From an optimization exercise on the open Yosys and OpenROAD flow, aimed at small area, a short achievable clock period and few clock cycles per item; shortcuts taken in it are not production practice. Function was checked by simulation only, so behaviour that the tests miss may differ from the original. Power is estimated from default activity; no workload was simulated.

==> flow/design.v <==
`timescale 1ns/100ps
module compare_matrix
(
    input  logic [16*8-1:0]          keys,
    output logic [16*(16-1)/2-1:0]    lt
);
    function automatic logic key_lt(input logic [8-1:0] a,
                                    input logic [8-1:0] b);
        logic [7:0] l1, g1;
        logic [3:0] l2, g2;
        logic [1:0] l3, g3;
        for (int k = 0; k < 8; k++)
        begin
            l1[k] = ~a[k] & b[k];
            g1[k] = a[k] & ~b[k];
        end
        for (int k = 0; k < 4; k++)
        begin
            l2[k] = l1[2*k+1] | (~g1[2*k+1] & l1[2*k]);
            g2[k] = g1[2*k+1] | (~l1[2*k+1] & g1[2*k]);
        end
        for (int k = 0; k < 2; k++)
        begin
            l3[k] = l2[2*k+1] | (~g2[2*k+1] & l2[2*k]);
            g3[k] = g2[2*k+1] | (~l2[2*k+1] & g2[2*k]);
        end
        key_lt = l3[1] | (~g3[1] & l3[0]);
    endfunction
    for (genvar i = 1; i < 16; i++)
    begin : g_row
        for (genvar j = 0; j < i; j++)
        begin : g_col
            assign lt[i*(i-1)/2 + j] = key_lt(keys[i*8 +: 8],
                                              keys[j*8 +: 8]);
        end
    end
endmodule
`timescale 1ns/100ps
module rank_level1
(
    input  logic [16*(16-1)/2-1:0]    lt,
    output logic [16*5-1:0]                    ones,
    output logic [16*5-1:0]                    twos
);
    function automatic logic [1:0] rank_fa(input logic a, input logic b, input logic c);
        rank_fa = {(a & b) | (a & c) | (b & c), a ^ b ^ c};
    endfunction
    for (genvar i = 0; i < 16; i++)
    begin : g_lane
        logic [14:0] prior;
        for (genvar j = 0; j < 16; j++)
        begin : g_other
            if (j < i)
            begin : g_lower
                assign prior[j] = ~lt[i*(i-1)/2 + j];
            end
            else if (j > i)
            begin : g_upper
                assign prior[j-1] = lt[j*(j-1)/2 + i];
            end
        end
        for (genvar n = 0; n < 5; n++)
        begin : g_fa
            assign {twos[i*5 + n], ones[i*5 + n]} = rank_fa(prior[3*n], prior[3*n+1], prior[3*n+2]);
        end
    end
endmodule
module rank_level23
(
    input  logic [16*5-1:0]                    ones,
    input  logic [16*5-1:0]                    twos,
    output logic [16-1:0]                      bit0,
    output logic [16*3-1:0]                    twos_left,
    output logic [16*2-1:0]                    fours
);
    function automatic logic [1:0] rank_fa(input logic a, input logic b, input logic c);
        rank_fa = {(a & b) | (a & c) | (b & c), a ^ b ^ c};
    endfunction
    for (genvar i = 0; i < 16; i++)
    begin : g_lane
        logic [4:0] o, t;
        logic [1:0] f5, f6, f7, f8;
        assign o = ones[i*5 +: 5];
        assign t = twos[i*5 +: 5];
        assign f5 = rank_fa(o[0], o[1], o[2]);
        assign f7 = rank_fa(t[0], t[1], t[2]);
        assign f6 = rank_fa(f5[0], o[3], o[4]);
        assign f8 = rank_fa(t[3], t[4], f5[1]);
        assign bit0[i]            = f6[0];
        assign twos_left[i*3 +: 3] = {f6[1], f8[0], f7[0]};
        assign fours[i*2 +: 2]     = {f8[1], f7[1]};
    end
endmodule
module rank_digits
(
    input  logic [16-1:0]                      bit0,
    input  logic [16*3-1:0]                    twos_left,
    input  logic [16*2-1:0]                    fours,
    output logic [16*4-1:0]                    lo_hot,
    output logic [16*4-1:0]                    hi_hot
);
    function automatic logic [1:0] rank_fa(input logic a, input logic b, input logic c);
        rank_fa = {(a & b) | (a & c) | (b & c), a ^ b ^ c};
    endfunction
    for (genvar i = 0; i < 16; i++)
    begin : g_lane
        logic [1:0] f9;
        logic [1:0] lo;
        logic [2:0] f;
        assign f9 = rank_fa(twos_left[i*3], twos_left[i*3+1], twos_left[i*3+2]);
        assign lo = {f9[0], bit0[i]};
        assign f  = {f9[1], fours[i*2 +: 2]};
        for (genvar v = 0; v < 4; v++)
        begin : g_val
            assign lo_hot[i*4 + v] = (lo == v);
        end
        assign hi_hot[i*4 + 0] = ~(f[0] | f[1] | f[2]);
        assign hi_hot[i*4 + 1] = (f[0] ^ f[1] ^ f[2]) & ~(f[0] & f[1] & f[2]);
        assign hi_hot[i*4 + 2] = ((f[0] & f[1]) | (f[0] & f[2]) | (f[1] & f[2])) & ~(f[0] & f[1] & f[2]);
        assign hi_hot[i*4 + 3] = f[0] & f[1] & f[2];
    end
endmodule
`timescale 1ns/100ps
module rank_scatter
(
    input  logic [16*8-1:0]      keys,
    input  logic [16*4-1:0]                lo_hot,
    input  logic [16*4-1:0]                hi_hot,
    output logic [16*8-1:0]      slot_keys,
    output logic [16*4-1:0]      slot_index
);
    for (genvar s = 0; s < 16; s++)
    begin : g_slot
        logic [16-1:0] claim;
        logic [8-1:0] key_sel;
        logic [4-1:0] idx_sel;
        for (genvar l = 0; l < 16; l++)
        begin : g_lane
            assign claim[l] = hi_hot[l*4 + s/4] & lo_hot[l*4 + s%4];
        end
        always_comb
        begin
            key_sel = '0;
            idx_sel = '0;
            for (int l = 0; l < 16; l++)
            begin
                key_sel = key_sel | ({8{claim[l]}} & keys[l*8 +: 8]);
                idx_sel = idx_sel | ({4{claim[l]}} & l[4-1:0]);
            end
        end
        assign slot_keys[s*8 +: 8]  = key_sel;
        assign slot_index[s*4 +: 4] = idx_sel;
    end
endmodule
`timescale 1ns/100ps
module parallel_sort
(
    input  logic                                    clk,
    input  logic                                    rst,
    input  logic                                    in_valid,
    input  logic [16*8-1:0]      in_keys,
    output logic                                    out_valid,
    output logic [16*8-1:0]      out_keys,
    output logic [16*4-1:0]      out_index
);
    localparam int PAIRS = 16*(16-1)/2;
    logic [PAIRS-1:0]                   lt_next;
    logic                               s1_valid;
    logic [16*8-1:0] s1_keys;
    logic [PAIRS-1:0]                   s1_lt;
    logic [16*5-1:0]           ones;
    logic [16*5-1:0]           twos;
    logic [16-1:0]             bit0_next;
    logic [16*3-1:0]           twos_left_next;
    logic [16*2-1:0]           fours_next;
    logic                               s2_valid;
    logic [16*8-1:0] s2_keys;
    logic [16-1:0]             s2_bit0;
    logic [16*3-1:0]           s2_twos_left;
    logic [16*2-1:0]           s2_fours;
    logic [16*4-1:0]           lo_hot_next;
    logic [16*4-1:0]           hi_hot_next;
    logic                               s3_valid;
    logic [16*8-1:0] s3_keys;
    logic [16*4-1:0]           s3_lo_hot;
    logic [16*4-1:0]           s3_hi_hot;
    logic [16*8-1:0] slot_keys;
    logic [16*4-1:0] slot_index;
    compare_matrix compare_matrix_inst (
        .keys (in_keys),
        .lt   (lt_next)
    );
    rank_level1 rank_level1_inst (
        .lt   (s1_lt),
        .ones (ones),
        .twos (twos)
    );
    rank_level23 rank_level23_inst (
        .ones      (ones),
        .twos      (twos),
        .bit0      (bit0_next),
        .twos_left (twos_left_next),
        .fours     (fours_next)
    );
    rank_digits rank_digits_inst (
        .bit0      (s2_bit0),
        .twos_left (s2_twos_left),
        .fours     (s2_fours),
        .lo_hot    (lo_hot_next),
        .hi_hot    (hi_hot_next)
    );
    rank_scatter rank_scatter_inst (
        .keys       (s3_keys),
        .lo_hot     (s3_lo_hot),
        .hi_hot     (s3_hi_hot),
        .slot_keys  (slot_keys),
        .slot_index (slot_index)
    );
    always_ff @(posedge clk)
    begin
        if (rst)
        begin
            s1_valid  <= 1'b0;
            s2_valid  <= 1'b0;
            s3_valid  <= 1'b0;
            out_valid <= 1'b0;
        end
        else
        begin
            s1_valid  <= in_valid;
            s2_valid  <= s1_valid;
            s3_valid  <= s2_valid;
            out_valid <= s3_valid;
        end
    end
    always_ff @(posedge clk)
    begin
        s1_keys      <= in_keys;
        s1_lt        <= lt_next;
        s2_keys      <= s1_keys;
        s2_bit0      <= bit0_next;
        s2_twos_left <= twos_left_next;
        s2_fours     <= fours_next;
        s3_keys      <= s2_keys;
        s3_lo_hot    <= lo_hot_next;
        s3_hi_hot    <= hi_hot_next;
        out_keys     <= slot_keys;
        out_index    <= slot_index;
    end
endmodule
==> flow/flow/run.sh <==
#!/bin/bash
# The standard layout (standard.sh: the standard flow's synthesis, floorplan, placement,
# CTS, routing and finish), with two changes:
#  - the port buffers that placement inserts on every input and output are
#    plain buffers (buf_2) rather than the delay-buffer cell buffer_ports
#    picks by default, so the resizer can size them for speed;
#  - before the placement resizer, input port buffers and flip-flops with a
#    large fanout are given a stronger drive of the same cell
#    (flow/upsize_drivers.tcl).
# The make output goes to flow.log in this folder; ORFS writes each step's
# own log under orfs/logs/.
set -euo pipefail
export BUFFER_PORTS_ARGS="-buffer_cell sky130_fd_sc_hd__buf_2"
export PRE_RESIZE_TCL="$PWD/flow/upsize_drivers.tcl"
bash standard.sh finish > flow.log 2>&1
==> flow/flow/upsize_drivers.tcl <==
# Before the placement resizer runs, give stronger drive (same cell type,
# larger size) to two kinds of cells the resizer tends to leave small:
#  - input port buffers (named input* by buffer_ports) that fan out to many pins: 8 and up buf_8, 4 to 7 buf_4;
#  - flip-flops whose output drives many pins: 4 and up dfxtp_4, 2 to 3 dfxtp_2.
proc fanout_of {inst} {
  set q [get_pins -quiet -of_objects $inst -filter "direction == output"]
  if {[llength $q] == 0} { return 0 }
  set net [get_nets -quiet -of_objects $q]
  if {[llength $net] == 0} { return 0 }
  return [llength [get_pins -quiet -of_objects $net -filter "direction == input"]]
}
set nb 0
foreach inst [get_cells -quiet input*] {
  if {![string match "sky130_fd_sc_hd__buf_*" [get_property $inst ref_name]]} { continue }
  set fo [fanout_of $inst]
  if {$fo >= 8} {
    replace_cell $inst sky130_fd_sc_hd__buf_8
    incr nb
  } elseif {$fo >= 4} {
    replace_cell $inst sky130_fd_sc_hd__buf_4
    incr nb
  }
}
set n2 0
set n4 0
foreach inst [get_cells -quiet -filter "ref_name == sky130_fd_sc_hd__dfxtp_1"] {
  set fo [fanout_of $inst]
  if {$fo >= 4} {
    replace_cell $inst sky130_fd_sc_hd__dfxtp_4
    incr n4
  } elseif {$fo >= 2} {
    replace_cell $inst sky130_fd_sc_hd__dfxtp_2
    incr n2
  }
}
puts "upsize_drivers: $nb input buffers, $n4 to dfxtp_4, $n2 to dfxtp_2"
==> flow/standard.sh <==
#!/bin/bash
# synth_recipe.tcl (not shown) runs the flow's synth.tcl, then flattens the netlist and writes it again
# the make line also repeats each setting of config.mk as NAME=value (left out here)
make -C /OpenROAD-flow-scripts/flow DESIGN_CONFIG=/design/flow/config.mk WORK_HOME=/design/flow/orfs CLKGATE_MAP_FILE= SYNTH_SCRIPT=/design/flow/synth_recipe.tcl "${@:-finish}"
==> flow/config.mk <==
export PLATFORM = sky130hd
export DESIGN_NAME = parallel_sort
export DESIGN_NICKNAME = parallel_sort
export VERILOG_FILES = /design/flow/design.v
export SDC_FILE = /design/flow/constraint.sdc
export NUM_CORES = 4
export LEC_CHECK = 0
export CAP_MARGIN = 20
export CORE_MARGIN = 2
export CORE_UTILIZATION = 30
export CTS_CLUSTER_DIAMETER = 90
export CTS_CLUSTER_SIZE = 25
export PLACE_DENSITY = 0.45
export SETUP_SLACK_MARGIN = 2.6
export SLEW_MARGIN = 20
==> flow/constraint.sdc <==
create_clock -name core_clock -period 5.0 [get_ports {clk}]
set_input_delay 1.0000 -clock core_clock [delete_from_list [all_inputs] [get_ports {clk}]]
set_output_delay 1.0000 -clock core_clock [all_outputs]
set_load 0.01 [all_outputs]
==> results of run 1 <==
==> worst max-delay path, stage by stage (launching register included) <==
cell	delay, ns
dfxtp_1	0.31
buf_4	0.30
and2_2	0.39
a22o_1	0.25
a221oi_1	0.20
nand4_1	0.68
==> flip-flops by register name (all words and copies together) (netlist names), 16 cells and up <==
name	cells
s1_keys	128
s2_fours	32
s2_bit0	16
out_keys	128
s2_keys	128
s3_hi_hot	64
s3_lo_hot	64
s2_twos_left	48
s1_lt	120
s3_keys	128
out_index	64
==> synthesized netlist by cell type (10+ instances only) <==
cell       instances  area, µm²
dfxtp_1          924      18500
clkbuf_1         781       2930
a221oi_1         491       4300
a22o_1           391       3420
inv_1            296       1110
nand2_1          276       1040
and2_1           273       1710
o21ai_0          255       1280
a21oi_1          239       1200
nor2_1           212        796
maj3_1           191       1910
fa_1             176       3520
o221ai_1         137       1200
o22ai_1          137        857
nand4_1          128        801
nand2b_1         113        707
nand3_1           94        470
a32o_1            75        751
a31oi_1           71        444
nor2b_1           65        407
a32oi_1           61        534
nor4_1            60        375
a22oi_1           59        443
a2bb2oi_1         57        499
nor3_1            43        215
ha_1              32        400
buf_1             31        116
clkinv_1          22       82.6
buf_2             16       80.1
a222oi_1          13        130
and3_1            11       68.8
o31ai_1           11       82.6
maj3_2            10        113
==> through the flow <==
step	setup WS [ns]	util, %	hold slack, ns	total power, mW
after floorplan	2.27	-	0.310	18.1
after global placement	0.944	32.0	0.310	26.0
after global routing	2.29	34.3	0.282	33.3
after CTS	2.51	34.1	0.318	31.6
final	2.45	34.4	0.281	32.8
after detailed placement	1.42	32.9	0.312	26.4
==> metal layers <==
layer	wire length (µm)	part of all wire, %	vias up
li1	-	-	21200
met1	133000	35	27700
met2	159000	41	5836
met3	45700	12	2066
met4	46900	12	18
met5	334	0.087	-
==> cells by family (layout without fill, tap and decap cells) <==
kind of cell,after synthesis,in the layout
simple gates,1292,1292
buf+inv,1152,940
fa+ha+maj,409,409
flops,924,924
other cells,0,58
compound gates,2047,2047
==> worst min path at each step <==
stage                                     from                    to  slack [ns]  cells after the start
after floorplan             s1_keys[0]$_DFF_P_    s2_keys[0]$_DFF_P_        0.31                      0
after global placement     s2_keys[46]$_DFF_P_   s3_keys[46]$_DFF_P_        0.31                      0
after detailed placement  s2_keys[120]$_DFF_P_  s3_keys[120]$_DFF_P_        0.31                      0
after CTS                  s1_keys[99]$_DFF_P_   s2_keys[99]$_DFF_P_        0.32                      0
after global routing      s1_keys[110]$_DFF_P_  s2_keys[110]$_DFF_P_        0.28                      0
final                     s1_keys[110]$_DFF_P_  s2_keys[110]$_DFF_P_        0.28                      0
==> power by group through the flow <==
stage,logic (mW),registers (mW),clock network [mW]
final,15.1,12.5,5.20
after global placement,14.1,11.9,0
after detailed placement,14.1,12.3,0
after CTS,14.2,12.1,5.27
after global routing,15.4,12.4,5.53
after floorplan,7.54,10.5,0
==> repair_timing <==
item,4_1_cts,5_1_grt
pin swaps,0,3
cloned,2,3
endpoints found under the setup margin,35,49
hold buffers,0,0
setup buffers,8,8
gates resized for setup,20,60
==> final cells by class <==
class	instances	area [µm²]	share of cell area, %
timing repair inverter	5	35.0	0.0602
antenna	58	145	0.249
clock buffer	70	1480	2.53
inverter	319	1320	2.27
sequential	924	19200	33.1
tap	2218	2780	4.77
timing repair buffer	525	4130	7.09
clock inverter	21	373	0.641
multi-input combinational	3748	28700	49.3
==> impl_metrics.toml, run 1 <==
[critical_path]
rr_startpoint = "s3_hi_hot[4]$_DFF_P_"
end_kind = "flop"
crit_start = "s3_hi_hot[4]$_DFF_P_"
r2r_cells = 5
reg2reg_slack_ns = 2.45
rr_endpoint = "out_keys[31]$_DFF_P_"
worstPathArrival_ns = 2.89
critPathLaunchType = "flop"
crit_fanout = 29
crit_required_ns = 5.34
path_class = "reg2reg"
cp-endpoint = "out_keys[31]$_DFF_P_"

[synthesis]
synth_fp_nets = 6163
synth_top_family_by_area = "compound AO/OA/AOI/OAI gates"
synth_seq_cells = 924
synthesis.area_um2 = 51100
synth_edf_count = 0
yosys_warnings = 6
ys.flop_type = "dfxtp_1"
syn_avg_cell_area_um2 = 8.78
netlist_instances = 5824
ys_seq_area_share_pct = 36.2
synth_xor_area_share_pct = 0
muxShareOfSynthArea_pct = 0
synth_cell_type_count = 55
yosys.area_share.simple_pct = 13.2
synth_compound_area_share_pct = 30.4
synth_adder_area_share_pct = 11.6
async_reset_ff_share_pct = 0

[cells_and_area]
finalNonFillerCells = 7888
final_cell_mix = "dfxtp_1, a221oi_1, a22o_1"
layout-drive-gt1-share_pct = 20.1
fin_area_um2 = 58200
fill_cells = 17500
syn_to_final_growth_pct = 13.9
nets = 5916
final_common_cell = "dfxtp_1"

[power]
peakVddDrop_v = 0.000455
netSwitchingPower_mw = 15.9
swShare_pct = 48.7
p_clk_share_pct = 15.9
internal-power_mw = 16.8
p_seq_share_pct = 38.0
power_frac_comb_pct = 46.1
p_leak_nw = 21.9
p_per_area_nw_per_um2 = 563

[place]
placed_cells = 7717
place_hpwl_um = 267000
port_buffers = 323
placed_cell_area_um2 = 55800
routabilityCongestion = 1.14

[floorplan]
ios = 324
die-area_um2 = 174000
core_um2 = 169000
die_w_um = 417
chipHeight_um = 417
start_util_pct = 30.2
rows = 151

[hold_path]
holdCritPathClass = "reg2reg"

[timing]
fmax_mhz = 392
tightest_slew_ns = 1.14
fin_crit_sh_pct = 51.0
fin_worst_skew_ns = 0.0773
fin_setup_tns_ns = 0
hold_viol = 0
maxSlewViolCount = 0
min_period_ns = 2.55
setup_viol = 0
slew_headroom_pct = 23.8
grt_setup_unrepaired = "true"

[flow_run]
maxCapViolCount = 0

[cts]
insertion_delay_ns = 0.77
htreeDepth = 2
root_buffer = "clkbuf_16"
cts_buffers = 54
clk_pin_slew_ns = 0.10
cts_tree = "yes"
cts_buffer_depth = 3
cts_sinks = 924

[global_route]
gr-usage-met3_pct = 16.4
top_usage_layer = "met2"
grtUsageTotal_pct = 42.8
met1_usage_pct = 47.3
grt_max_degree = 30
antenna_found_initial = 62
grt_pass1_vias = 53200
gr-total-overflow = 0
grt_pass1_wl_um = 506000
use_met2_pct = 62.6

[routing]
wl_per_cell_um = 48.9
first_pass_iters = 11
drt_iter0_markers = 10100
ant_nets = 0
totalWireLength_um = 385000
drc = 0
route.vias.total = 56900
vias_per_cell = 7.21

[status]
status = "finished clean"
Testbench counts, summed over its fixed seeds: cycles 8,032, sets 8,000.
==> inputs of run 2 (changes only) <==
--- a/flow/design.v
+++ b/flow/design.v
@@ -121,19 +121,69 @@
     end
 endmodule
 `timescale 1ns/100ps
+module msb_count_a
+(
+    input  logic [16*8-1:0]      keys,
+    output logic [2*3*4-1:0]                        half_counts
+);
+    function automatic logic [1:0] cnt_fa(input logic a, input logic b, input logic c);
+        cnt_fa = {(a & b) | (a & c) | (b & c), a ^ b ^ c};
+    endfunction
+    function automatic logic [3:0] count8(input logic [7:0] x);
+        logic [1:0] f0, f1, f2, f3, f4;
+        f0 = cnt_fa(x[0], x[1], x[2]);
+        f1 = cnt_fa(x[3], x[4], x[5]);
+        f2 = cnt_fa(f0[0], f1[0], x[6]);
+        f3 = cnt_fa(f0[1], f1[1], f2[1]);
+        f4 = {f2[0] & x[7], f2[0] ^ x[7]};
+        count8 = {1'b0, f3[1], f3[0], 1'b0} + {2'b00, f4[1], f4[0]};
+    endfunction
+    logic [16-1:0] zero7, top00, top11;
+    for (genvar l = 0; l < 16; l++)
+    begin : g_lane
+        logic b7, b6;
+        assign b7 = keys[l*8 + 7];
+        assign b6 = keys[l*8 + 6];
+        assign zero7[l] = ~b7;
+        assign top00[l] = ~b7 & ~b6;
+        assign top11[l] = b7 & b6;
+    end
+    assign half_counts[ 3: 0] = count8(zero7[7:0]);
+    assign half_counts[ 7: 4] = count8(zero7[15:8]);
+    assign half_counts[11: 8] = count8(top00[7:0]);
+    assign half_counts[15:12] = count8(top00[15:8]);
+    assign half_counts[19:16] = count8(top11[7:0]);
+    assign half_counts[23:20] = count8(top11[15:8]);
+endmodule
+module msb_count_b
+(
+    input  logic [2*3*4-1:0]                        half_counts,
+    output logic [3*5-1:0]                          counts
+);
+    for (genvar c = 0; c < 3; c++)
+    begin : g_count
+        assign counts[c*5 +: 5] = {1'b0, half_counts[c*8 +: 4]} + {1'b0, half_counts[c*8+4 +: 4]};
+    end
+endmodule
 module rank_scatter
 (
-    input  logic [16*8-1:0]      keys,
+    input  logic [16*6-1:0]                keys_lo,
+    input  logic [3*5-1:0]                          counts,
     input  logic [16*4-1:0]                lo_hot,
     input  logic [16*4-1:0]                hi_hot,
     output logic [16*8-1:0]      slot_keys,
     output logic [16*4-1:0]      slot_index
 );
+    logic [4:0] zeros7, n00, n11;
+    assign zeros7 = counts[0 +: 5];
+    assign n00    = counts[5 +: 5];
+    assign n11    = counts[10 +: 5];
     for (genvar s = 0; s < 16; s++)
     begin : g_slot
         logic [16-1:0] claim;
-        logic [8-1:0] key_sel;
+        logic [5:0]             key_sel;
         logic [4-1:0] idx_sel;
+        logic                   b7, b6;
         for (genvar l = 0; l < 16; l++)
         begin : g_lane
             assign claim[l] = hi_hot[l*4 + s/4] & lo_hot[l*4 + s%4];
@@ -144,11 +194,13 @@
             idx_sel = '0;
             for (int l = 0; l < 16; l++)
             begin
-                key_sel = key_sel | ({8{claim[l]}} & keys[l*8 +: 8]);
+                key_sel = key_sel | ({6{claim[l]}} & keys_lo[l*6 +: 6]);
                 idx_sel = idx_sel | ({4{claim[l]}} & l[4-1:0]);
             end
         end
-        assign slot_keys[s*8 +: 8]  = key_sel;
+        assign b7 = (5'(s) >= zeros7);
+        assign b6 = b7 ? (5'(s) + n11 >= 5'd16) : (5'(s) >= n00);
+        assign slot_keys[s*8 +: 8]  = {b7, b6, key_sel};
         assign slot_index[s*4 +: 4] = idx_sel;
     end
 endmodule
@@ -166,30 +218,48 @@
     localparam int PAIRS = 16*(16-1)/2;
     logic [PAIRS-1:0]                   lt_next;
     logic                               s1_valid;
-    logic [16*8-1:0] s1_keys;
+    logic [2*3*4-1:0]                   half_counts_next;
+    logic [16*6-1:0]           s1_keys;
     logic [PAIRS-1:0]                   s1_lt;
+    logic [2*3*4-1:0]                   s1_half_counts;
     logic [16*5-1:0]           ones;
     logic [16*5-1:0]           twos;
     logic [16-1:0]             bit0_next;
     logic [16*3-1:0]           twos_left_next;
     logic [16*2-1:0]           fours_next;
     logic                               s2_valid;
-    logic [16*8-1:0] s2_keys;
+    logic [3*5-1:0]                     counts_next;
+    logic [16*6-1:0]           s2_keys;
+    logic [3*5-1:0]                     s2_counts;
     logic [16-1:0]             s2_bit0;
     logic [16*3-1:0]           s2_twos_left;
     logic [16*2-1:0]           s2_fours;
     logic [16*4-1:0]           lo_hot_next;
     logic [16*4-1:0]           hi_hot_next;
     logic                               s3_valid;
-    logic [16*8-1:0] s3_keys;
+    logic [16*6-1:0]           s3_keys;
+    logic [3*5-1:0]                     s3_counts;
     logic [16*4-1:0]           s3_lo_hot;
     logic [16*4-1:0]           s3_hi_hot;
+    logic [16*6-1:0]           keys_lo;
     logic [16*8-1:0] slot_keys;
     logic [16*4-1:0] slot_index;
     compare_matrix compare_matrix_inst (
         .keys (in_keys),
         .lt   (lt_next)
     );
+    msb_count_a msb_count_a_inst (
+        .keys        (in_keys),
+        .half_counts (half_counts_next)
+    );
+    msb_count_b msb_count_b_inst (
+        .half_counts (s1_half_counts),
+        .counts      (counts_next)
+    );
+    for (genvar l = 0; l < 16; l++)
+    begin : g_keys_lo
+        assign keys_lo[l*6 +: 6] = in_keys[l*8 +: 6];
+    end
     rank_level1 rank_level1_inst (
         .lt   (s1_lt),
         .ones (ones),
@@ -210,7 +280,8 @@
         .hi_hot    (hi_hot_next)
     );
     rank_scatter rank_scatter_inst (
-        .keys       (s3_keys),
+        .keys_lo    (s3_keys),
+        .counts     (s3_counts),
         .lo_hot     (s3_lo_hot),
         .hi_hot     (s3_hi_hot),
         .slot_keys  (slot_keys),
@@ -235,13 +306,16 @@
     end
     always_ff @(posedge clk)
     begin
-        s1_keys      <= in_keys;
+        s1_keys      <= keys_lo;
         s1_lt        <= lt_next;
+        s1_half_counts <= half_counts_next;
         s2_keys      <= s1_keys;
+        s2_counts    <= counts_next;
         s2_bit0      <= bit0_next;
         s2_twos_left <= twos_left_next;
         s2_fours     <= fours_next;
         s3_keys      <= s2_keys;
+        s3_counts    <= s2_counts;
         s3_lo_hot    <= lo_hot_next;
         s3_hi_hot    <= hi_hot_next;
         out_keys     <= slot_keys;
--- a/flow/config.mk
+++ b/flow/config.mk
@@ -7,9 +7,9 @@
 export LEC_CHECK = 0
 export CAP_MARGIN = 20
 export CORE_MARGIN = 2
-export CORE_UTILIZATION = 30
-export CTS_CLUSTER_DIAMETER = 90
-export CTS_CLUSTER_SIZE = 25
-export PLACE_DENSITY = 0.45
+export CORE_UTILIZATION = 34
+export CTS_CLUSTER_DIAMETER = 100
+export CTS_CLUSTER_SIZE = 30
+export PLACE_DENSITY = 0.5
 export SETUP_SLACK_MARGIN = 2.6
 export SLEW_MARGIN = 20
==> run 2 against run 1 <==
Compared with the run above: first-iteration DRC count shrank 1.3%; via count shrank 2.7%; sequential power shrank 4%; critical path type is now in2reg; sequential share of layout area shrank 1.6 points; highest routed layer unchanged.
==> impl_metrics.toml, run 2 <==
[cells_and_area]
multi_input_area_um2 = 29000
nets = 6126
max_flop_register = "out_keys"
layout-drive-gt1-share_pct = 19.8
top_regs = "out_keys (128), s1_lt (120)"
final_cell_mix = "dfxtp_1, a21oi_1, a221oi_1"
final_common_cell = "dfxtp_1"
regArea_um2 = 18300
largest_register_ffs = 128
fill_cells = 14600
syn_to_final_growth_pct = 15.8

[synthesis]
yosys-top-cells-area = "dfxtp_1, fa_1, a221oi_1"
synth.most_common_cell = "dfxtp_1"
async_reset_ff_share_pct = 0
syn_avg_cell_area_um2 = 8.60
netlist_top_cells_count = "dfxtp_1, clkbuf_1, a21oi_1"
yosys_warnings = 7
synth_largest_area_cell = "dfxtp_1"
ys_seq_area_share_pct = 35.1
ys.flop_type = "dfxtp_1"
synth_fp_nets = 6259
synth_seq_cells = 882
synth_edf_count = 0
netlist_instances = 5854
synthesis.area_um2 = 50400
synth_top_area_share_pct = 35.1
synth_cell_type_count = 72

[floorplan]
die-area_um2 = 151000
start_util_pct = 34.2
chipHeight_um = 389
die_w_um = 389
rows = 141
core_um2 = 147000
ios = 324

[routing]
drt_iter0_markers = 9973
first_pass_iters = 13
wl_per_cell_um = 43.0
drc = 0
totalWireLength_um = 331000
route.vias.total = 55400
ant_nets = 0
vias_per_cell = 7.19

[critical_path]
slowest_delay_ns = 0.72
crit_required_ns = 5.53
rr_startpoint = "s1_lt[5]$_DFF_P_"
end_kind = "flop"
path_class = "in2reg"
crit_path_top_delay_cell = "inv_1"
crit_start = "in_keys[44]"
crit_chain = "buf_8, inv_1, o22ai_1, a221oi_1, nor3_1, a2bb2oi_1"
worst_path_dominant_cell_family = "compound AO/OA/AOI/OAI gates"
path_buf_inv = 2
crit_fanout = 13
reg2reg_slack_ns = 2.62
critPathLaunchType = "input port"
worstPathArrival_ns = 3.14

[timing]
fin_worst_skew_ns = 0.0661
fin_setup_tns_ns = 0
fin_crit_sh_pct = 52.3
grt_setup_unrepaired = "true"
holdWs_ns = 0.325
slew_headroom_pct = 16.4
min_period_ns = 2.61
fmax_mhz = 382
maxSlewViolCount = 0
tightest_slew_ns = 1.25
setup_viol = 0
hold_viol = 0

[hold_path]
hp-start = "s1_keys[84]$_DFF_P_"
holdCritPathClass = "reg2reg"

[power]
p_leak_nw = 22.5
netSwitchingPower_mw = 14.7
peakVddDrop_v = 0.000323
p_clk_share_pct = 15.0
p_per_area_nw_per_um2 = 531
power_frac_comb_pct = 46.0
swShare_pct = 47.6
internal-power_mw = 16.2
p_seq_share_pct = 38.9

[place]
port_buffers = 323
place_hpwl_um = 222000
routabilityCongestion = 1.07

[global_route]
gr-total-overflow = 0
grtUsageTotal_pct = 42.1
grt_pass1_vias = 52100
antenna_found_initial = 51
grt_max_degree = 37
grt_pass1_wl_um = 445000

[cts]
hold_buffers = 0
cts_buffer_depth = 3
clk_pin_slew_ns = 0.12
cts_sinks = 882
cts_buffers = 45
insertion_delay_ns = 0.72
htreeDepth = 2
root_buffer = "clkbuf_16"
cts_tree = "yes"

[status]
status = "finished clean"

[flow_run]
maxCapViolCount = 0
## run 2: timing repair
action,4_1_cts,5_1_grt
setup buffers,38,28
pin swaps,21,27
gates cloned,8,1
resized for setup,158,66
setup endpoints to repair,66,57
## run 2: routing by layer
metal	GRT usage (%)	wire length, µm
met5	0.319	227
met4	35.4	36900
met3	17.0	46100
met2	59.8	131000
met1	49.2	117000
## run 2: power by group through the flow
stage | Combinational (mW) | Clock (mW) | Sequential (mW)
final | 14.2 | 4.65 | 12.0
after floorplan | 7.49 | 0 | 10.4
after global placement | 13.2 | 0 | 11.6
after global routing | 14.7 | 4.97 | 12.0
after CTS | 13.5 | 4.73 | 11.8
after detailed placement | 13.3 | 0 | 11.9
## run 2: logic make-up (layout without fill, tap and decap cells)
| logic type | after synthesis | after routing | synth area share, % |
|---|---|---|---|
| xor gates and xnor gates | 20 | 20 | 0.348 |
| and+or+nand+nor | 1664 | 1664 | 17.2 |
| buffers and inverters | 1135 | 1032 | 8.63 |
| AOI/OAI and AO/OA | 1733 | 1733 | 26.0 |
| adders and majority gates | 420 | 420 | 12.8 |
| other | 0 | 26 | 0 |
| DFF | 882 | 882 | 35.1 |
## run 2: per-stage QoR
step	instance area (µm²)	utilization, %	setup WS (ns)	total power [mW]	std cells
5_1_grt	58200	39.5	2.38	31.7	7687
3_5_place_dp	54800	37.2	1.25	25.2	7529
2_1_floorplan	51100	-	1.65	17.9	5854
4_1_cts	57600	39.1	2.46	30.0	7652
3_3_place_gp	53200	36.1	1.21	24.8	7529
6_report	58300	39.6	2.39	30.9	7707
## run 2: worst paths after layout
kind / cells past startpoint / end
worst max-delay path: 6 / s1_lt[96]$_DFF_P_
worst min-delay path: 0 / s2_keys[84]$_DFF_P_
worst min register to register: 0 / s2_keys[84]$_DFF_P_
worst max register to register: 4 / s2_bit0[3]$_DFF_P_
## run 2: cell type report
type	count	share of cell area (%)
clock buffers	56	2.01
repair buffers	587	8.89
diodes	26	0.112
inverters	367	2.83
multi-input cells	3837	49.8
flip-flops and latches	882	31.5
well taps	1930	4.14
clock inverters	21	0.738
repair inverters	1	0.0150
Testbench counts of run 2, summed over its fixed seeds: cycles 8,032, sets 8,000.
==> inputs of run 3 (changes only) <==
==> flow/flow/run.sh (replaced) <==
#!/bin/bash
# The standard layout (standard.sh: the standard flow's synthesis, floorplan, placement,
# CTS, routing and finish), with one change: the port buffers that placement
# inserts on every input and output are plain buffers (buf_2) rather than the
# delay-buffer cell buffer_ports picks by default, so the resizer can size them
# for speed. The make output goes to flow.log in this folder; ORFS writes each
# step's own log under orfs/logs/.
set -euo pipefail
export BUFFER_PORTS_ARGS="-buffer_cell sky130_fd_sc_hd__buf_2"
bash standard.sh finish > flow.log 2>&1
removed: flow/flow/upsize_drivers.tcl
==> run 3 against run 2 <==
Compared with the run above: via count rose by 0.55%; sequential share of layout area fell by 0.94 points; setup slack improved by 0.0020 ns; combinational power about the same; fmax about the same; register-to-register slack worse by 0.02 ns; largest cell class unchanged; area after synthesis did not move; still clean; highest routed layer unchanged; sequential cell count is the same; critical path depth rose by 1; sequential power barely moved; core utilization down 0.26 points.
==> impl_metrics.toml, run 3 <==
[status]
status = "finished clean"

[power]
p_seq_share_pct = 38.1
peakVddDrop_v = 0.000396
p_clk_share_pct = 15.2
internal-power_mw = 15.9
p_leak_nw = 22.6
netSwitchingPower_mw = 14.8
swShare_pct = 48.2
p_per_area_nw_per_um2 = 529
power_frac_comb_pct = 46.7

[synthesis]
syn_avg_cell_area_um2 = 8.60
synth_fp_nets = 6259
synth_edf_count = 0
netlist_top_cells_count = "dfxtp_1, clkbuf_1, a21oi_1"
synth_seq_cells = 882
async_reset_ff_share_pct = 0
yosys_warnings = 7
ys_seq_area_share_pct = 35.1
synthesis.area_um2 = 50400
synth_top_area_share_pct = 35.1
synth.most_common_cell = "dfxtp_1"
synth_largest_area_cell = "dfxtp_1"
synth_cell_type_count = 72
ys.flop_type = "dfxtp_1"
netlist_instances = 5854
yosys-top-cells-area = "dfxtp_1, fa_1, a221oi_1"

[timing]
tightest_slew_ns = 1.16
holdWs_ns = 0.324
fin_setup_tns_ns = 0
fin_worst_skew_ns = 0.0696
slew_headroom_pct = 22.8
grt_setup_unrepaired = "true"
hold_viol = 0
fmax_mhz = 383
maxSlewViolCount = 0
min_period_ns = 2.61
setup_viol = 0
fin_crit_sh_pct = 52.3
timing.final.ws_setup_ns = 2.39

[floorplan]
rows = 141
ios = 324
core_um2 = 147000
die-area_um2 = 151000
die_w_um = 389
start_util_pct = 34.2
chipHeight_um = 389

[cts]
insertion_delay_ns = 0.74
clk_pin_slew_ns = 0.11
root_buffer = "clkbuf_16"
cts_sinks = 882
cts_buffers = 45
htreeDepth = 2
hold_buffers = 0
cts_buffer_depth = 3
cts_tree = "yes"

[critical_path]
worst_path_dominant_cell_family = "buffers and inverters"
r2r_cells = 6
crit_required_ns = 5.63
crit_path_top_delay_cell = "maj3_1"
path_class = "in2reg"
end_kind = "flop"
path_buf_inv = 3
slowest_delay_ns = 0.57
crit_chain = "buf_2, clkinvlp_4, buf_4, a21oi_1, nand3_2, maj3_1, o22ai_1"
crit_fanout = 17
worstPathArrival_ns = 3.24
crit_cells = 7
critPathLaunchType = "input port"

[cells_and_area]
final_cell_mix = "dfxtp_1, a21oi_1, buf_4"
final_common_cell = "dfxtp_1"
fill_cells = 14800
fin_area_um2 = 57900
layout-drive-gt1-share_pct = 16.9
top_regs = "out_keys (128), s1_lt (120)"
largest_register_ffs = 128
syn_to_final_growth_pct = 15.0
final_util_pct = 39.3
multi_input_area_um2 = 29300
nets = 6195
max_flop_register = "out_keys"
regArea_um2 = 17700

[hold_path]
holdCritPathClass = "reg2reg"
hold_path_depth = 0

[global_route]
grt_max_degree = 37
grt_pass1_vias = 52100
gr-total-overflow = 0
grt_pass1_wl_um = 447000
antenna_found_initial = 50
grtUsageTotal_pct = 42.4

[routing]
drc = 0
vias_per_cell = 7.16
ant_nets = 0
drt_iter0_markers = 10100
route.vias.total = 55700
totalWireLength_um = 333000
routed.top_layer = "met5"
wl_met2_um = 131000
first_pass_iters = 14
met1_length_um = 118000
wl_per_cell_um = 42.9
routed-wl-met3_um = 46700

[place]
port_buffers = 323
post-place-ws_ns = 1.19
placed_cell_area_um2 = 53200
routabilityCongestion = 1.07
place_hpwl_um = 222000

[flow_run]
maxCapViolCount = 0
==> run 3: cell counts after synthesis <==
No cell type changed its count.
==> run 3: repair_timing <==
action,CTS,global route
pin swaps,27,40
hold endpoints to repair,0,0
setup endpoints to repair,129,97
resized for setup,293,109
cloned,11,1
buffers inserted,100,32
==> run 3: final cells by class <==
class | instances | share of cell area, %
tap | 1930 | 4.17
clock inverter | 23 | 0.825
timing repair inverter | 3 | 0.0367
antenna | 38 | 0.164
multi-input combinational | 3837 | 50.6
timing repair buffer | 654 | 8.89
sequential | 882 | 30.5
inverter | 367 | 2.88
clock buffer | 46 | 1.95
==> run 3: path summary, 6_finish.rpt <==
path	end	slack (ns)	start
hold reg to reg	s3_keys[65]$_DFF_P_	0.32	s2_keys[65]$_DFF_P_
setup reg to reg	out_keys[51]$_DFF_P_	2.60	s3_lo_hot[10]$_DFF_P_
hold / removal	s3_keys[65]$_DFF_P_	0.32	s2_keys[65]$_DFF_P_
setup / recovery	s1_lt[55]$_DFF_P_	2.39	in_keys[4]
==> run 3: cell families (layout without fill, tap and decap cells) <==
kind of cell,count (synthesis),in the layout,synth area share [%]
and+or+nand+nor,1664,1664,17.2
buffers and inverters,1135,1093,8.63
DFF,882,882,35.1
adders and majority gates,420,420,12.8
other,0,38,0
xor gates and xnor gates,20,20,0.348
AOI/OAI and AO/OA,1733,1733,26.0
==> run 3: per-stage QoR <==
stage          cells  power [mW]
2_1_floorplan   5854        17.9
3_3_place_gp    7529        24.8
3_5_place_dp    7529        24.8
4_1_cts         7709        29.7
5_1_grt         7746        31.4
6_report        7780        30.6
==> run 3: layer usage <==
layer	track usage, %	vias up
met5	0.893	-
met4	35.1	18
met3	17.6	2058
met2	60.1	5763
met1	49.7	26700
li1	-	21200
==> run 3: power groups by stage <==
stage          registers (mW)  clock network (mW)  logic, mW
4_1_cts                  11.4                4.76       13.5
5_1_grt                  11.6                4.99       14.8
2_1_floorplan            10.4                   0       7.49
3_3_place_gp             11.6                   0       13.2
6_report                 11.7                4.65       14.3
3_5_place_dp             11.6                   0       13.2
==> inputs of run 4 (changes only) <==
--- a/flow/design.v
+++ b/flow/design.v
@@ -216,9 +216,12 @@
     output logic [16*4-1:0]      out_index
 );
     localparam int PAIRS = 16*(16-1)/2;
+    logic                               s0_valid;
+    logic [16*8-1:0] s0_keys;
     logic [PAIRS-1:0]                   lt_next;
     logic                               s1_valid;
     logic [2*3*4-1:0]                   half_counts_next;
+    logic [16*6-1:0]           s0_keys_lo;
     logic [16*6-1:0]           s1_keys;
     logic [PAIRS-1:0]                   s1_lt;
     logic [2*3*4-1:0]                   s1_half_counts;
@@ -241,15 +244,14 @@
     logic [3*5-1:0]                     s3_counts;
     logic [16*4-1:0]           s3_lo_hot;
     logic [16*4-1:0]           s3_hi_hot;
-    logic [16*6-1:0]           keys_lo;
     logic [16*8-1:0] slot_keys;
     logic [16*4-1:0] slot_index;
     compare_matrix compare_matrix_inst (
-        .keys (in_keys),
+        .keys (s0_keys),
         .lt   (lt_next)
     );
     msb_count_a msb_count_a_inst (
-        .keys        (in_keys),
+        .keys        (s0_keys),
         .half_counts (half_counts_next)
     );
     msb_count_b msb_count_b_inst (
@@ -258,7 +260,7 @@
     );
     for (genvar l = 0; l < 16; l++)
     begin : g_keys_lo
-        assign keys_lo[l*6 +: 6] = in_keys[l*8 +: 6];
+        assign s0_keys_lo[l*6 +: 6] = s0_keys[l*8 +: 6];
     end
     rank_level1 rank_level1_inst (
         .lt   (s1_lt),
@@ -291,6 +293,7 @@
     begin
         if (rst)
         begin
+            s0_valid  <= 1'b0;
             s1_valid  <= 1'b0;
             s2_valid  <= 1'b0;
             s3_valid  <= 1'b0;
@@ -298,7 +301,8 @@
         end
         else
         begin
-            s1_valid  <= in_valid;
+            s0_valid  <= in_valid;
+            s1_valid  <= s0_valid;
             s2_valid  <= s1_valid;
             s3_valid  <= s2_valid;
             out_valid <= s3_valid;
@@ -306,7 +310,8 @@
     end
     always_ff @(posedge clk)
     begin
-        s1_keys      <= keys_lo;
+        s0_keys      <= in_keys;
+        s1_keys      <= s0_keys_lo;
         s1_lt        <= lt_next;
         s1_half_counts <= half_counts_next;
         s2_keys      <= s1_keys;
==> run 4 against run 3 <==
Compared with the run above: still clean; setup slack worse by 0.058 ns; critical path depth up 2; clock power rose by 7.7%; wire length about the same; cell count increased by 3.7%; core utilization decreased by 0.23 points; register-to-register slack got worse by 0.27 ns; die area is 5.2% higher; sequential cell count up 129; hold slack barely moved; fmax fell by 2.2%; non-clock buffer count increased by 68; critical endpoint is now s1_half_counts[18]$_DFF_P_; largest power group unchanged.
==> impl_metrics.toml, run 4 <==
[synthesis]
syn_avg_cell_area_um2 = 8.92
ys.flop_type = "dfxtp_1"
synthesis.area_um2 = 53000
synth_seq_cells = 1011
synth_edf_count = 0
ys_seq_area_share_pct = 38.2
yosys_warnings = 7
synth_cell_type_count = 78
synth_fp_nets = 6350
netlist_instances = 5945
synth_largest_area_cell = "dfxtp_1"
netlist_top_cells_count = "dfxtp_1, clkbuf_1, inv_1"
synth.most_common_cell = "dfxtp_1"
yosys-top-cells-area = "dfxtp_1, fa_1, a221oi_1"
async_reset_ff_share_pct = 0
synth_top_area_share_pct = 38.2

[timing]
maxSlewViolCount = 0
hold_viol = 0
fin_worst_skew_ns = 0.0854
holdWs_ns = 0.324
tightest_slew_ns = 1.22
fmax_mhz = 374
grt_setup_unrepaired = "true"
min_period_ns = 2.67
setup_viol = 0
timing.final.ws_setup_ns = 2.33
slew_headroom_pct = 18.5
fin_crit_sh_pct = 53.4
fin_setup_tns_ns = 0

[floorplan]
start_util_pct = 34.3
core_um2 = 154000
die-area_um2 = 159000
die_w_um = 399
chipHeight_um = 399
ios = 324
rows = 144

[critical_path]
worst_path_dominant_cell_family = "adder cells"
crit_required_ns = 5.71
crit_chain = "buf_12, clkinvlp_4, buf_4, nor2_2, fa_1, fa_2, fa_1, ha_4, ha_4"
end_kind = "flop"
path_class = "reg2reg"
path_buf_inv = 3
crit_fanout = 4
slowest_delay_ns = 0.48
worstPathArrival_ns = 3.38
critPathLaunchType = "flop"
crit_path_top_delay_cell = "fa_1"

[routing]
totalWireLength_um = 334000
vias_per_cell = 7.00
drc = 0
ant_nets = 0
drt_iter0_markers = 10000
wl_per_cell_um = 41.4
first_pass_iters = 9
route.vias.total = 56400

[cells_and_area]
syn_to_final_growth_pct = 13.9
layout-drive-gt1-share_pct = 18.8
fill_cells = 15500
finalNonFillerCells = 8064
final_cell_mix = "dfxtp_1, buf_4, buf_2"
final_common_cell = "dfxtp_1"
nets = 6371
fin_area_um2 = 60400
final_util_pct = 39.1
top_regs = "out_keys (128), s0_keys (128), s1_lt (120)"

[place]
placed_cell_area_um2 = 56000
port_buffers = 323
placed_cells = 7783
place_hpwl_um = 222000
routabilityCongestion = 1.08
post-place-ws_ns = 1.82

[cts]
insertion_delay_ns = 0.76
clk_pin_slew_ns = 0.11
htreeDepth = 2
hold_buffers = 0
cts_tree = "yes"
cts_buffer_depth = 3
cts_buffers = 48
cts_sinks = 1011
root_buffer = "clkbuf_16"

[hold_path]
holdCritPathClass = "reg2reg"

[power]
netSwitchingPower_mw = 15.0
peakVddDrop_v = 0.000346
swShare_pct = 46.8
p_leak_nw = 23.6
internal-power_mw = 17.0
power_frac_comb_pct = 43.6
p_per_area_nw_per_um2 = 530
p_seq_share_pct = 40.7
p_clk_share_pct = 15.7
finalPower_mw = 32.0

[global_route]
grtUsageTotal_pct = 40.6
gr-total-overflow = 0
antenna_found_initial = 30
grt_max_degree = 31
grt_pass1_wl_um = 448000
grt_pass1_vias = 52800

[flow_run]
maxCapViolCount = 0

[status]
status = "finished clean"
## run 4: cell type report
cell class / count / area, µm² / share of cell area [%]
timing repair inverter: 6 / 42.5 / 0.0705
multi-input combinational: 3808 / 28900 / 48.0
clock inverter: 24 / 437 / 0.724
timing repair buffer: 722 / 5030 / 8.33
tap: 2044 / 2560 / 4.24
antenna: 32 / 80.1 / 0.133
clock buffer: 48 / 1200 / 1.99
inverter: 369 / 1600 / 2.66
sequential: 1011 / 20500 / 33.9
## run 4: routing by layer
metal,up-vias,GRT usage [%],share of wire (%)
li1,21800,-,-
met5,-,0.545,0.041
met4,12,30.3,10
met1,27200,48.3,36
met3,1875,16.2,14
met2,5559,58.5,40
## run 4: power groups by stage
stage | Sequential (mW) | Clock (mW) | Combinational, mW
3_3_place_gp | 12.9 | 0 | 13.0
2_1_floorplan | 11.5 | 0 | 7.41
4_1_cts | 12.7 | 5.11 | 13.2
3_5_place_dp | 12.9 | 0 | 13.0
6_report | 13.0 | 5.01 | 14.0
5_1_grt | 13.0 | 5.38 | 14.5
## run 4: what timing repair did
action	4_1_cts	5_1_grt
buffers inserted	117	47
endpoints found under the setup margin	129	107
pin swaps	31	37
cloned	12	1
endpoints found under the hold margin	0	0
gates resized for setup	213	124
## run 4: final timing paths
| path | startpoint | to | slack (ns) | depth (start not counted) |
|---|---|---|---|---|
| min reg2reg | s1_keys[3]$_DFF_P_ | s2_keys[3]$_DFF_P_ | 0.32 | 0 |
| min | s1_keys[3]$_DFF_P_ | s2_keys[3]$_DFF_P_ | 0.32 | 0 |
| max | s0_keys[7]$_DFF_P_ | s1_half_counts[18]$_DFF_P_ | 2.33 | 9 |
| max reg2reg | s0_keys[7]$_DFF_P_ | s1_half_counts[18]$_DFF_P_ | 2.33 | 9 |
## run 4: cell families (layout without fill, tap and decap cells)
family	after synthesis	in the layout	share of synthesized area (%)
other	0	32	0
xor gates and xnor gates	20	20	0.330
muxes	1	1	0.0212
adders and majority gates	418	418	12.1
DFF	1011	1011	38.2
AOI/OAI and AO/OA	1858	1858	26.3
buffers and inverters	1128	1169	8.33
and+or+nand+nor	1509	1511	14.7
Testbench counts of run 4, summed over its fixed seeds: cycles 8,040, sets 8,000.

afterwards: timing with drivers on the ports:
The results above use ideal ports. As a check the final layouts listed here were re-extracted and re-timed, cells and wires unchanged.
Step 1, drivers: a clkbuf_16 drives clk and a buf_2 each remaining input, both assumed.
Step 2, shift: input delay + t, output delay - t, t = (earliest + latest rising clock arrival at the registers) / 2. This alone moves slack from input paths to output paths.
a / b / c = no drivers / after step 1 / after step 2; a / b = the first two.
run | t, ns | setup WS [ns] | pins driven straight from the clock port
run 1 | 0.817 | 2.452 / 2.452 / 1.662 | 1
run 2 | 0.768 | 2.385 / 2.409 / 1.640 | 1
run 3 | 0.783 | 2.387 / 2.413 / 1.630 | 1
run 4 | 0.799 | 2.330 / 2.330 / 2.330 | 1
After both steps setup and hold are still met in every run listed. For run 1, which loses most, drivers alone change the setup slack by 0.000 ns; drivers and shift together by -0.790 ns.
